This design comes from an exercise in tuning for small area and a short achievable clock period on the open sky130 flow, not from production work. RTL that was checked went through simulation tests only; none was proved equivalent to the original. Power and IR drop assume default switching activity.

Design robTop, start of the top module:
module robTop (
    input  logic                   Clk,
    input  logic                   arstN,
    input  logic                   stall,
    input  logic                   flush,
    input  logic                   extInterrupt,
    input  logic                   dispatchValid0,
    input  robEntryPkg::pcT        dispatchPc0,
    input  robEntryPkg::microOpE   dispatchOp0,
    input  logic                   dispatchRdValid0,
    input  robEntryPkg::archRegT   dispatchArchRd0,
    input  robEntryPkg::physRegT   dispatchPhysRd0,
    input  logic                   dispatchValid1,
    input  robEntryPkg::pcT        dispatchPc1,
    input  robEntryPkg::microOpE   dispatchOp1,
    input  logic                   dispatchRdValid1,
    input  robEntryPkg::archRegT   dispatchArchRd1,
    input  robEntryPkg::physRegT   dispatchPhysRd1,
    output robEntryPkg::robIdxT    allocIdx0,
    output robEntryPkg::robIdxT    allocIdx1,
    output logic                   robFull,
    input  logic                   aluDone0,
    input  logic                   aluDone1,
    input  robEntryPkg::robIdxT    aluDoneIdx0,
    input  robEntryPkg::robIdxT    aluDoneIdx1,
    input  logic                   memDone,
    input  robEntryPkg::robIdxT    memDoneIdx,
    input  logic                   memTrap,
    input  robEntryPkg::trapCodeT  memTrapCode,
    input  robEntryPkg::pcT        memFaultAddr,
    input  robEntryPkg::bufIdxT    memBufIdx,
    input  robEntryPkg::robIdxT    pcReadIdx,
    output robEntryPkg::pcT        pcReadData,
    output logic                   commitMap0,
    output logic                   commitMap1,
    output robEntryPkg::archRegT   commitArchRd0,
    output robEntryPkg::archRegT   commitArchRd1,
    output robEntryPkg::physRegT   commitPhysRd0,
    output robEntryPkg::physRegT   commitPhysRd1,
    output logic                   memRetire,
    output logic                   memRetireStore,
    output robEntryPkg::bufIdxT    memRetireBufIdx,
    output logic                   trapValid,
    output robEntryPkg::pcT        trapPc,
    output robEntryPkg::pcT        trapAddr,
    output robEntryPkg::trapCodeT  trapCode
);
==> flow/config.mk <==
export PLATFORM = sky130hd
export DESIGN_NAME = robTop
export DESIGN_NICKNAME = robTop
export VERILOG_FILES = /design/flow/design.v
export SDC_FILE = /design/flow/constraint.sdc
export NUM_CORES = 4
export LEC_CHECK = 0
export CAP_MARGIN = 20
export CORE_MARGIN = 2
export CORE_UTILIZATION = 40
export SETUP_SLACK_MARGIN = 3.0
export SLEW_MARGIN = 20
export TNS_END_PERCENT = 0
==> flow/constraint.sdc <==
create_clock -name core_clock -period 6.5 [get_ports {Clk}]
set_input_delay 1.3000 -clock core_clock [delete_from_list [all_inputs] [get_ports {Clk}]]
set_output_delay 1.3000 -clock core_clock [all_outputs]
set_load 0.01 [all_outputs]
standard.sh (not shown) runs the stock make flow with config.mk's settings and CLKGATE_MAP_FILE= SYNTH_SCRIPT=/design/flow/synth_recipe.tcl, a recipe that flattens the netlist after the stock synthesis.
==> flow/flow/run.sh <==
#!/bin/bash
# The standard layout (standard.sh, unchanged synthesis) with two changes:
# port buffers are sky130 buf_2 cells, and clock tree synthesis gets its own
# arguments. Each tool's full output stays in orfs/logs; make's output goes
# to standard.log in this folder.
set -euo pipefail
export BUFFER_PORTS_ARGS="-buffer_cell sky130_fd_sc_hd__buf_2"
export CTS_ARGS="-sink_clustering_enable -repair_clock_nets -dont_use_dummy_load -buf_list sky130_fd_sc_hd__clkbuf_8 -sink_clustering_size 16 -sink_clustering_max_diameter 60"
bash standard.sh > standard.log 2>&1
Edit:
Settings changed: SYNTH_HIERARCHICAL from default to 1.
What happened: Routed wire length rises by 4.7%. Via count barely changes. Fmax goes up by 1.8%. Clock-buffer cell count rose by 2. Design area grows by 0.90%. Synthesized cell count is lower by 2.4%. Non-clock buffer count rises by 6. Worst hold slack loses 27 ps. Core utilization drops by 0.28 points. Final cell count decreases by 0.79%.
Function was not checked in any run of this note: the RTL went through the layout flow alone.

========
Another version of the RTL of robTop (not shown whole).
Size in the first run: ~2500 cells after synthesis, about 870 flip-flops, roughly 37000 um^2 of cells after synthesis.
==> flow/design.v (excerpt) <==
module robTop (
    input  logic                   Clk,
    input  logic                   arstN,
    input  logic                   stall,
    input  logic                   flush,
    input  logic                   extInterrupt,
    input  logic                   dispatchValid0,
    input  robEntryPkg::pcT        dispatchPc0,
    input  robEntryPkg::microOpE   dispatchOp0,
    input  logic                   dispatchRdValid0,
    input  robEntryPkg::archRegT   dispatchArchRd0,
    input  robEntryPkg::physRegT   dispatchPhysRd0,
    input  logic                   dispatchValid1,
    input  robEntryPkg::pcT        dispatchPc1,
    input  robEntryPkg::microOpE   dispatchOp1,
    input  logic                   dispatchRdValid1,
    input  robEntryPkg::archRegT   dispatchArchRd1,
    input  robEntryPkg::physRegT   dispatchPhysRd1,
    output robEntryPkg::robIdxT    allocIdx0,
    output robEntryPkg::robIdxT    allocIdx1,
    output logic                   robFull,
    input  logic                   aluDone0,
    input  logic                   aluDone1,
    input  robEntryPkg::robIdxT    aluDoneIdx0,
    input  robEntryPkg::robIdxT    aluDoneIdx1,
    input  logic                   memDone,
    input  robEntryPkg::robIdxT    memDoneIdx,
    input  logic                   memTrap,
    input  robEntryPkg::trapCodeT  memTrapCode,
    input  robEntryPkg::pcT        memFaultAddr,
    input  robEntryPkg::bufIdxT    memBufIdx,
    input  robEntryPkg::robIdxT    pcReadIdx,
    output robEntryPkg::pcT        pcReadData,
    output logic                   commitMap0,
    output logic                   commitMap1,
    output robEntryPkg::archRegT   commitArchRd0,
    output robEntryPkg::archRegT   commitArchRd1,
    output robEntryPkg::physRegT   commitPhysRd0,
    output robEntryPkg::physRegT   commitPhysRd1,
    output logic                   memRetire,
    output logic                   memRetireStore,
    output robEntryPkg::bufIdxT    memRetireBufIdx,
    output logic                   trapValid,
    output robEntryPkg::pcT        trapPc,
    output robEntryPkg::pcT        trapAddr,
    output robEntryPkg::trapCodeT  trapCode
);
clock: 6.5 ns
lec_check: 0
cap_margin: 20
core_margin: 2
core_utilization: 40
setup_slack_margin: 3.5
slew_margin: 20
tns_end_percent: 0
Scripts as last shown in full above: flow/flow/run.sh
Next try:
==> flow/flow/run.sh (replaced) <==
#!/bin/bash
# The standard layout (standard.sh, unchanged synthesis) with two changes:
# port buffers are sky130 buf_1 cells, and clock tree synthesis gets its own
# arguments. Each tool's full output stays in orfs/logs; make's output goes
# to standard.log in this folder.
set -euo pipefail
export BUFFER_PORTS_ARGS="-buffer_cell sky130_fd_sc_hd__buf_1"
export CTS_ARGS="-sink_clustering_enable -repair_clock_nets -dont_use_dummy_load -buf_list sky130_fd_sc_hd__clkbuf_16 -sink_clustering_size 24 -sink_clustering_max_diameter 80"
bash standard.sh > standard.log 2>&1
Settings changed: CAP_MARGIN 20 to 0, SETUP_SLACK_MARGIN 3.5 to 3.0, SLEW_MARGIN 20 to 0.
Effect:
- die area does not change
- worst setup slack got worse by 0.067 ns
- synthesized cell count is unchanged
- clock power rose by a little under a tenth
- critical path depth fell by 2
- flip-flop and latch count is unchanged
- non-clock buffer count fell by 50
- utilization fell by 1.3 points
- routed wire length fell by a few percent
- design area fell by a few percent
- sequential share of layout area rose by 1.6 points
Next try:
Settings changed: CAP_MARGIN 0 to 20, CORE_UTILIZATION 40 to 50, SLEW_MARGIN 0 to 20.
Effect: The new run completed with no timing, DRC or antenna violations. Utilization came out higher by 12 points. Synthesized area stays the same. Die area shrinks by 20%. Final area stays flat.
Next try:
Settings changed: CORE_UTILIZATION 50 to 40.
Result: The new run ran to the end with no violations. Via count falls by 0.73%. Clock-buffer cell count rises by 3. Routed wire length rises by 3.6%. Area after synthesis is unchanged. Die area rises by 25%. Final cell count rises by 5.0%. Total power rises by 1.0%. Sequential power barely changes.
Next try:
Settings changed: PLACE_DENSITY set to 0.75.
=>
- The changed run passed the timing, DRC and antenna checks
- area after synthesis does not change
- design area barely changes
- flip-flop and latch count stays the same
- count of clock-buffer cells in the layout drops by 1
- power came out lower by about 0.65%
Next try:
==> flow/flow/run.sh (replaced) <==
#!/bin/bash
# The standard layout (standard.sh, unchanged synthesis) with two changes:
# port buffers are sky130 buf_2 cells, and clock tree synthesis gets its own
# arguments. Each tool's full output stays in orfs/logs; make's output goes
# to standard.log in this folder.
set -euo pipefail
export BUFFER_PORTS_ARGS="-buffer_cell sky130_fd_sc_hd__buf_2"
export CTS_ARGS="-sink_clustering_enable -repair_clock_nets -dont_use_dummy_load -buf_list sky130_fd_sc_hd__clkbuf_8 -sink_clustering_size 16 -sink_clustering_max_diameter 60"
bash standard.sh > standard.log 2>&1
Settings changed: PLACE_DENSITY 0.75 to not set.
Fmax rose by a few percent.
Wire length is higher by roughly a tenth.
Clock-buffer cell count rises by 31.
Global-route usage goes up by 2.6 points.
Cell area went up by a few percent.
Flip-flop and latch count does not change.
Die area is unchanged.
Synthesized cell count is unchanged.
Via count grows by a few percent.
Total power decreases slightly.
Utilization is higher by 1.3 points.

========
robTop, a different RTL version from the one above (not shown whole).
Size in the first run: roughly 2500 cells after synthesis, roughly 870 flip-flops, about 300 I/O pins.
Design robTop, start of the top module:
module robTop (
    input  logic                   Clk,
    input  logic                   arstN,
    input  logic                   stall,
    input  logic                   flush,
    input  logic                   extInterrupt,
    input  logic                   dispatchValid0,
    input  robEntryPkg::pcT        dispatchPc0,
    input  robEntryPkg::microOpE   dispatchOp0,
    input  logic                   dispatchRdValid0,
    input  robEntryPkg::archRegT   dispatchArchRd0,
    input  robEntryPkg::physRegT   dispatchPhysRd0,
    input  logic                   dispatchValid1,
    input  robEntryPkg::pcT        dispatchPc1,
    input  robEntryPkg::microOpE   dispatchOp1,
    input  logic                   dispatchRdValid1,
    input  robEntryPkg::archRegT   dispatchArchRd1,
    input  robEntryPkg::physRegT   dispatchPhysRd1,
    output robEntryPkg::robIdxT    allocIdx0,
    output robEntryPkg::robIdxT    allocIdx1,
    output logic                   robFull,
    input  logic                   aluDone0,
    input  logic                   aluDone1,
    input  robEntryPkg::robIdxT    aluDoneIdx0,
    input  robEntryPkg::robIdxT    aluDoneIdx1,
    input  logic                   memDone,
    input  robEntryPkg::robIdxT    memDoneIdx,
    input  logic                   memTrap,
    input  robEntryPkg::trapCodeT  memTrapCode,
    input  robEntryPkg::pcT        memFaultAddr,
    input  robEntryPkg::bufIdxT    memBufIdx,
    input  robEntryPkg::robIdxT    pcReadIdx,
    output robEntryPkg::pcT        pcReadData,
    output logic                   commitMap0,
    output logic                   commitMap1,
    output robEntryPkg::archRegT   commitArchRd0,
    output robEntryPkg::archRegT   commitArchRd1,
    output robEntryPkg::physRegT   commitPhysRd0,
    output robEntryPkg::physRegT   commitPhysRd1,
    output logic                   memRetire,
    output logic                   memRetireStore,
    output robEntryPkg::bufIdxT    memRetireBufIdx,
    output logic                   trapValid,
    output robEntryPkg::pcT        trapPc,
    output robEntryPkg::pcT        trapAddr,
    output robEntryPkg::trapCodeT  trapCode
);
clock: 6.5 ns
lec_check: 0
cap_margin: 20
core_margin: 2
core_utilization: 60
setup_slack_margin: 3.0
slew_margin: 20
tns_end_percent: 0
run.sh (not shown) runs the stock make flow with config.mk's settings and CLKGATE_MAP_FILE= SYNTH_SCRIPT=/design/flow/synth_recipe.tcl, a recipe that flattens the netlist after the stock synthesis.
Stock flow here: none of the scripts above is used.
Change:
Settings changed: CORE_UTILIZATION 60 to 40, SETUP_SLACK_MARGIN 3.0 to 2.0.
Effect: Wire length is lower by 1.1%; synthesized cell count stays the same; clock power increases by about 11%; non-clock buffer count falls by 107; global-route usage went down by 15 points.
Change:
Settings changed: CORE_UTILIZATION 40 to 75, SETUP_SLACK_MARGIN 2.0 to 3.0.
=> The new run did not get past global routing (5_1_grt). Synthesized area is unchanged. Synthesized cell count is unchanged.
Change:
==> flow/flow/run.sh (new file) <==
#!/bin/bash
# The standard layout (standard.sh, unchanged synthesis) with two changes:
# port buffers are sky130 buf_2 cells, and clock tree synthesis gets its own
# arguments. Each tool's full output stays in orfs/logs; make's output goes
# to standard.log in this folder.
set -euo pipefail
export BUFFER_PORTS_ARGS="-buffer_cell sky130_fd_sc_hd__buf_2"
export CTS_ARGS="-sink_clustering_enable -repair_clock_nets -dont_use_dummy_load -buf_list sky130_fd_sc_hd__clkbuf_16 -sink_clustering_size 30 -sink_clustering_max_diameter 100"
bash standard.sh > standard.log 2>&1
==> flow/standard.sh (new file) <==
#!/bin/bash
# synth_recipe.tcl (not shown) runs the flow's synth.tcl, then flattens the netlist and writes it again
# the make line also repeats each setting of config.mk as NAME=value (left out here)
make -C /OpenROAD-flow-scripts/flow DESIGN_CONFIG=/design/flow/config.mk WORK_HOME=/design/flow/orfs CLKGATE_MAP_FILE= SYNTH_SCRIPT=/design/flow/synth_recipe.tcl "${@:-finish}"
Settings changed: CORE_UTILIZATION 75 to 40.
removed: flow/run.sh
- This time the run finished with timing, DRC and antenna clean
- synthesized cell count stays the same
- area after synthesis does not change

========
Setup of rev 12:
The RTL this note starts from:
==> flow/design.v <==
package robEntryPkg;
    typedef logic [4-1:0]   robIdxT;
    typedef logic [32-1:0]        pcT;
    typedef logic [5-1:0]  archRegT;
    typedef logic [6-1:0]  physRegT;
    typedef logic [7-1:0] trapCodeT;
    typedef logic [3-1:0]   bufIdxT;
    typedef enum logic [1:0] {
        opAlu     = 2'b00,
        opLoad    = 2'b01,
        opStore   = 2'b10,
        opSyscall = 2'b11
    } microOpE;
    typedef struct packed {
        logic     valid;
        logic     done;
        microOpE  op;
        logic     rdValid;
        archRegT  archRd;
        physRegT  physRd;
        pcT       pc;
        logic     trap;
        trapCodeT trapCode;
        pcT       faultAddr;
        bufIdxT   bufIdx;
    } robEntryT;
endpackage
package robCtrlPkg;
    typedef enum logic {
        stateRun      = 1'b0,
        stateTrapHold = 1'b1
    } retireStateE;
    typedef logic [1:0] retireCountT;
    typedef logic [4:0] occupancyT;
endpackage
`timescale 1ns/1ps
module robTop (
    input  logic                   Clk,
    input  logic                   arstN,
    input  logic                   stall,
    input  logic                   flush,
    input  logic                   extInterrupt,
    input  logic                   dispatchValid0,
    input  robEntryPkg::pcT        dispatchPc0,
    input  robEntryPkg::microOpE   dispatchOp0,
    input  logic                   dispatchRdValid0,
    input  robEntryPkg::archRegT   dispatchArchRd0,
    input  robEntryPkg::physRegT   dispatchPhysRd0,
    input  logic                   dispatchValid1,
    input  robEntryPkg::pcT        dispatchPc1,
    input  robEntryPkg::microOpE   dispatchOp1,
    input  logic                   dispatchRdValid1,
    input  robEntryPkg::archRegT   dispatchArchRd1,
    input  robEntryPkg::physRegT   dispatchPhysRd1,
    output robEntryPkg::robIdxT    allocIdx0,
    output robEntryPkg::robIdxT    allocIdx1,
    output logic                   robFull,
    input  logic                   aluDone0,
    input  logic                   aluDone1,
    input  robEntryPkg::robIdxT    aluDoneIdx0,
    input  robEntryPkg::robIdxT    aluDoneIdx1,
    input  logic                   memDone,
    input  robEntryPkg::robIdxT    memDoneIdx,
    input  logic                   memTrap,
    input  robEntryPkg::trapCodeT  memTrapCode,
    input  robEntryPkg::pcT        memFaultAddr,
    input  robEntryPkg::bufIdxT    memBufIdx,
    input  robEntryPkg::robIdxT    pcReadIdx,
    output robEntryPkg::pcT        pcReadData,
    output logic                   commitMap0,
    output logic                   commitMap1,
    output robEntryPkg::archRegT   commitArchRd0,
    output robEntryPkg::archRegT   commitArchRd1,
    output robEntryPkg::physRegT   commitPhysRd0,
    output robEntryPkg::physRegT   commitPhysRd1,
    output logic                   memRetire,
    output logic                   memRetireStore,
    output robEntryPkg::bufIdxT    memRetireBufIdx,
    output logic                   trapValid,
    output robEntryPkg::pcT        trapPc,
    output robEntryPkg::pcT        trapAddr,
    output robEntryPkg::trapCodeT  trapCode
);
    localparam int PW = 32;
    localparam int FW = 2 + 1 + 5 + 6;
    logic [3:0] headIdx, tailIdx;
    logic [4:0] occupancy;
    logic       trapHold;
    logic [1:0] retireCount;
    logic [1:0] allocCount;
    logic       trapTaken;
    logic       allocWrite0, allocWrite1;
    logic       active;
    assign active      = !stall && !flush;
    assign robFull     = occupancy[4] || (occupancy[3:0] == 4'd15);
    assign allocWrite0 = dispatchValid0 && !robFull && active;
    assign allocWrite1 = allocWrite0 && dispatchValid1;
    assign allocCount  = {allocWrite1, allocWrite0 && !allocWrite1};
    assign allocIdx0 = tailIdx;
    assign allocIdx1 = tailIdx + 4'd1;
    always_ff @(posedge Clk or negedge arstN) begin
        if (!arstN) begin
            headIdx   <= '0;
            tailIdx   <= '0;
            occupancy <= '0;
            trapHold  <= 1'b0;
        end else if (flush) begin
            headIdx   <= '0;
            tailIdx   <= '0;
            occupancy <= '0;
            trapHold  <= 1'b0;
        end else if (!stall) begin
            headIdx   <= headIdx + {2'b0, retireCount};
            tailIdx   <= tailIdx + {2'b0, allocCount};
            occupancy <= occupancy + {3'b0, allocCount} - {3'b0, retireCount};
            if (trapTaken) trapHold <= 1'b1;
        end
    end
    logic [FW-1:0] entF  [2][8];
    logic [PW-1:0] entPc [2][8];
    logic [2:0]    entBuf[2][8];
    logic [15:0]   entryDone;
    logic [FW-1:0] wrF  [2];
    logic [PW-1:0] wrPc [2];
    logic [1:0]    bankWe;
    logic [2:0]    bankRow [2];
    logic [FW-1:0] d0F, d1F;
    assign d0F = {dispatchOp0, dispatchRdValid0, dispatchArchRd0, dispatchPhysRd0};
    assign d1F = {dispatchOp1, dispatchRdValid1, dispatchArchRd1, dispatchPhysRd1};
    always_comb begin
        for (int b = 0; b < 2; b++) begin
            if (tailIdx[0] == b[0]) begin
                wrF[b]     = d0F;
                wrPc[b]    = dispatchPc0;
                bankWe[b]  = allocWrite0;
                bankRow[b] = tailIdx[3:1];
            end else begin
                wrF[b]     = d1F;
                wrPc[b]    = dispatchPc1;
                bankWe[b]  = allocWrite1;
                bankRow[b] = tailIdx[3:1] + {2'b0, tailIdx[0]};
            end
        end
    end
    always_ff @(posedge Clk) begin
        for (int b = 0; b < 2; b++) begin
            for (int r = 0; r < 8; r++) begin
                if (bankWe[b] && bankRow[b] == r[2:0]) begin
                    entF[b][r]  <= wrF[b];
                    entPc[b][r] <= wrPc[b];
                end
                if (active && memDone && memDoneIdx == {r[2:0], b[0]}) begin
                    entBuf[b][r] <= memBufIdx;
                end
            end
        end
    end
    always_ff @(posedge Clk) begin
        for (int i = 0; i < 16; i++) begin
            if ((allocWrite0 && tailIdx == i[3:0]) || (allocWrite1 && allocIdx1 == i[3:0])) begin
                entryDone[i] <= 1'b0;
            end else if (active && ((aluDone0 && aluDoneIdx0 == i[3:0]) ||
                                    (aluDone1 && aluDoneIdx1 == i[3:0]) ||
                                    (memDone  && memDoneIdx  == i[3:0]))) begin
                entryDone[i] <= 1'b1;
            end
        end
    end
    logic                        faultValid;
    logic [3:0]                  faultIdx;
    logic [7-1:0]     faultCode;
    logic [PW-1:0]               faultAddr;
    logic                        faultNew;
    logic [3:0]                  newAge, oldAge;
    assign newAge   = memDoneIdx - headIdx;
    assign oldAge   = faultIdx - headIdx;
    assign faultNew = active && memDone && memTrap && (!faultValid || newAge < oldAge);
    always_ff @(posedge Clk or negedge arstN) begin
        if (!arstN) begin
            faultValid <= 1'b0;
        end else if (flush) begin
            faultValid <= 1'b0;
        end else if (faultNew) begin
            faultValid <= 1'b1;
        end
    end
    always_ff @(posedge Clk) begin
        if (faultNew) begin
            faultIdx  <= memDoneIdx;
            faultCode <= memTrapCode;
            faultAddr <= memFaultAddr;
        end
    end
    logic [3:0]    head1Idx;
    logic [2:0]    rowOdd, rowEven;
    logic [FW-1:0] bankF  [2];
    logic [2:0]    bankBuf[2];
    logic [FW-1:0] h0F, h1F;
    logic [2:0]    h0Buf, h1Buf;
    logic          h0Done, h1Done;
    assign head1Idx = headIdx + 4'd1;
    assign rowOdd   = headIdx[3:1];
    assign rowEven  = head1Idx[3:1];    
    assign bankF[0]   = entF[0][rowEven];
    assign bankF[1]   = entF[1][rowOdd];
    assign bankBuf[0] = entBuf[0][rowEven];
    assign bankBuf[1] = entBuf[1][rowOdd];
    assign h0F   = headIdx[0] ? bankF[1]   : bankF[0];
    assign h1F   = headIdx[0] ? bankF[0]   : bankF[1];
    assign h0Buf = headIdx[0] ? bankBuf[1] : bankBuf[0];
    assign h1Buf = headIdx[0] ? bankBuf[0] : bankBuf[1];
    assign h0Done = entryDone[headIdx];
    assign h1Done = entryDone[head1Idx];
    assign trapPc     = entPc[headIdx[0]][headIdx[3:1]];
    assign pcReadData = entPc[pcReadIdx[0]][pcReadIdx[3:1]];
    logic [1:0] h0Op, h1Op;
    logic       h0Rdv, h1Rdv;
    logic       h0Valid, h1Valid;
    logic       h0Trap, h1Trap;
    logic       h0Mem, h1Mem;
    logic       retireEnable, h0Ready;
    logic       interruptTake, faultTake, syscallTake;
    logic       retire0, retire1;
    assign h0Op  = h0F[FW-1 -: 2];
    assign h1Op  = h1F[FW-1 -: 2];
    assign h0Rdv = h0F[FW-3];
    assign h1Rdv = h1F[FW-3];
    assign h0Valid = occupancy != 5'd0;
    assign h1Valid = occupancy[4:1] != 4'd0;
    assign h0Trap  = faultValid && (faultIdx == headIdx);
    assign h1Trap  = faultValid && (faultIdx == head1Idx);
    assign h0Mem   = h0Op[0] ^ h0Op[1];
    assign h1Mem   = h1Op[0] ^ h1Op[1];
    assign retireEnable  = active && !trapHold;
    assign h0Ready       = retireEnable && h0Valid && h0Done;
    assign interruptTake = retireEnable && extInterrupt && h0Valid;
    assign faultTake     = h0Ready && !extInterrupt && h0Trap;
    assign syscallTake   = h0Ready && !extInterrupt && !h0Trap && (h0Op == 2'd3);
    assign trapTaken     = interruptTake || faultTake || syscallTake;
    assign retire0 = h0Ready && !extInterrupt && !h0Trap && (h0Op != 2'd3);
    assign retire1 = retire0 && h1Valid && h1Done && !h1Trap && (h1Op != 2'd3) && !(h0Mem && h1Mem);
    assign retireCount = {retire1, retire0 && !retire1};
    assign commitMap0    = retire0 && h0Rdv;
    assign commitMap1    = retire1 && h1Rdv;
    assign commitArchRd0 = h0F[5+6-1 -: 5];
    assign commitArchRd1 = h1F[5+6-1 -: 5];
    assign commitPhysRd0 = h0F[6-1:0];
    assign commitPhysRd1 = h1F[6-1:0];
    assign memRetire       = (retire0 && h0Mem) || (retire1 && h1Mem);
    assign memRetireStore  = h0Mem ? h0Op[1] : h1Op[1];
    assign memRetireBufIdx = h0Mem ? h0Buf : h1Buf;
    assign trapValid = trapTaken;
    assign trapCode  = extInterrupt ? 7'(0) :
                       h0Trap       ? faultCode : 7'(10);
    assign trapAddr  = (!extInterrupt && h0Trap) ? faultAddr : '0;
endmodule
Settings: LEC_CHECK=0, CAP_MARGIN=20, CORE_MARGIN=2, CORE_UTILIZATION=40, SLEW_MARGIN=20; clock period 6.5 ns.
Stock flow here: none of the scripts above is used.
Modified inputs, rev 13 compared to rev 12
# rev 12
export LEC_CHECK = 0
export CAP_MARGIN = 20
export CORE_MARGIN = 2
export CORE_UTILIZATION = 40
export SLEW_MARGIN = 20
create_clock -name core_clock -period 6.5 [get_ports {Clk}]
# rev 13
export LEC_CHECK = 0
export CAP_MARGIN = 20
export CORE_MARGIN = 2
export CORE_UTILIZATION = 40
export SETUP_SLACK_MARGIN = 3.0
export SLEW_MARGIN = 20
create_clock -name core_clock -period 6.5 [get_ports {Clk}]
- Between rev 12 and rev 13, number of gates resized after cts is higher for rev 13, rev 12 comes in under that.
- [compare] base=rev 12 new=rev 13: reported leakage power up 21%, clock power share down 0.8 points, worst hold margin down 0.0031 ns, proportion of cell area occupied by multi-input gates up 0.67 points, register-to-register slack up 0.50 ns.
- Global-route usage up 1.4 points in rev 13 wrt rev 12

[afterwards: timing with drivers on the ports]
No port has a modelled driver above. Below, the same layouts with a new extraction and two added sets of constraints. Step 1 (the two cells are an assumption about what drives the block):
set clk [get_ports {Clk}]
set_driving_cell -lib_cell sky130_fd_sc_hd__clkbuf_16 $clk
set_driving_cell -lib_cell sky130_fd_sc_hd__buf_2 [delete_from_list [all_inputs] $clk]
Step 2, shift: input delay + t, output delay - t, t = (earliest + latest rising clock arrival at the registers) / 2. This alone moves slack from input paths to output paths. Three values: no drivers, after step 1, after step 2; two values: the first two.
| run | t (ns) | setup WS [ns] | slew at the worst register clock pin (ns) |
|---|---|---|---|
| the first run of note 1 | 0.744 | 2.131 / 2.005 / 1.675 | 0.10 / 0.10 |
| the second run of note 1 | 0.755 | 2.209 / 2.011 / 1.991 | 0.10 / 0.10 |
| the first run of note 2 | 0.768 | 2.266 / 2.154 / 1.868 | 0.10 / 0.10 |
| the second run of note 2 | 0.682 | 2.199 / 2.134 / 1.780 | 0.10 / 0.10 |
| the third run of note 2 | 0.677 | 2.203 / 2.175 / 1.836 | 0.10 / 0.10 |
| the fourth run of note 2 | 0.682 | 2.199 / 2.134 / 1.780 | 0.10 / 0.10 |
| the fifth run of note 2 | 0.653 | 2.171 / 2.124 / 1.926 | 0.10 / 0.10 |
| the sixth run of note 2 | 0.768 | 2.266 / 2.154 / 1.868 | 0.10 / 0.10 |
| the first run of note 3 | 0.710 | 2.053 / 1.837 / 1.613 | 0.07 / 0.07 |
| the second run of note 3 | 0.734 | 1.684 / 1.584 / 1.579 | 0.07 / 0.07 |
| the fourth run of note 3 | 0.663 | 2.079 / 1.912 / 1.843 | 0.12 / 0.12 |
| rev 12 | 0.744 | 0.295 / 0.230 / 0.536 | 0.07 / 0.07 |
| rev 13 | 0.736 | 1.214 / 1.146 / 1.325 | 0.07 / 0.07 |
After both steps setup and hold are still met in every run listed. The setup slack of the first run of note 1, which loses most, moves by -0.126 ns with the drivers and by -0.456 ns with both steps.
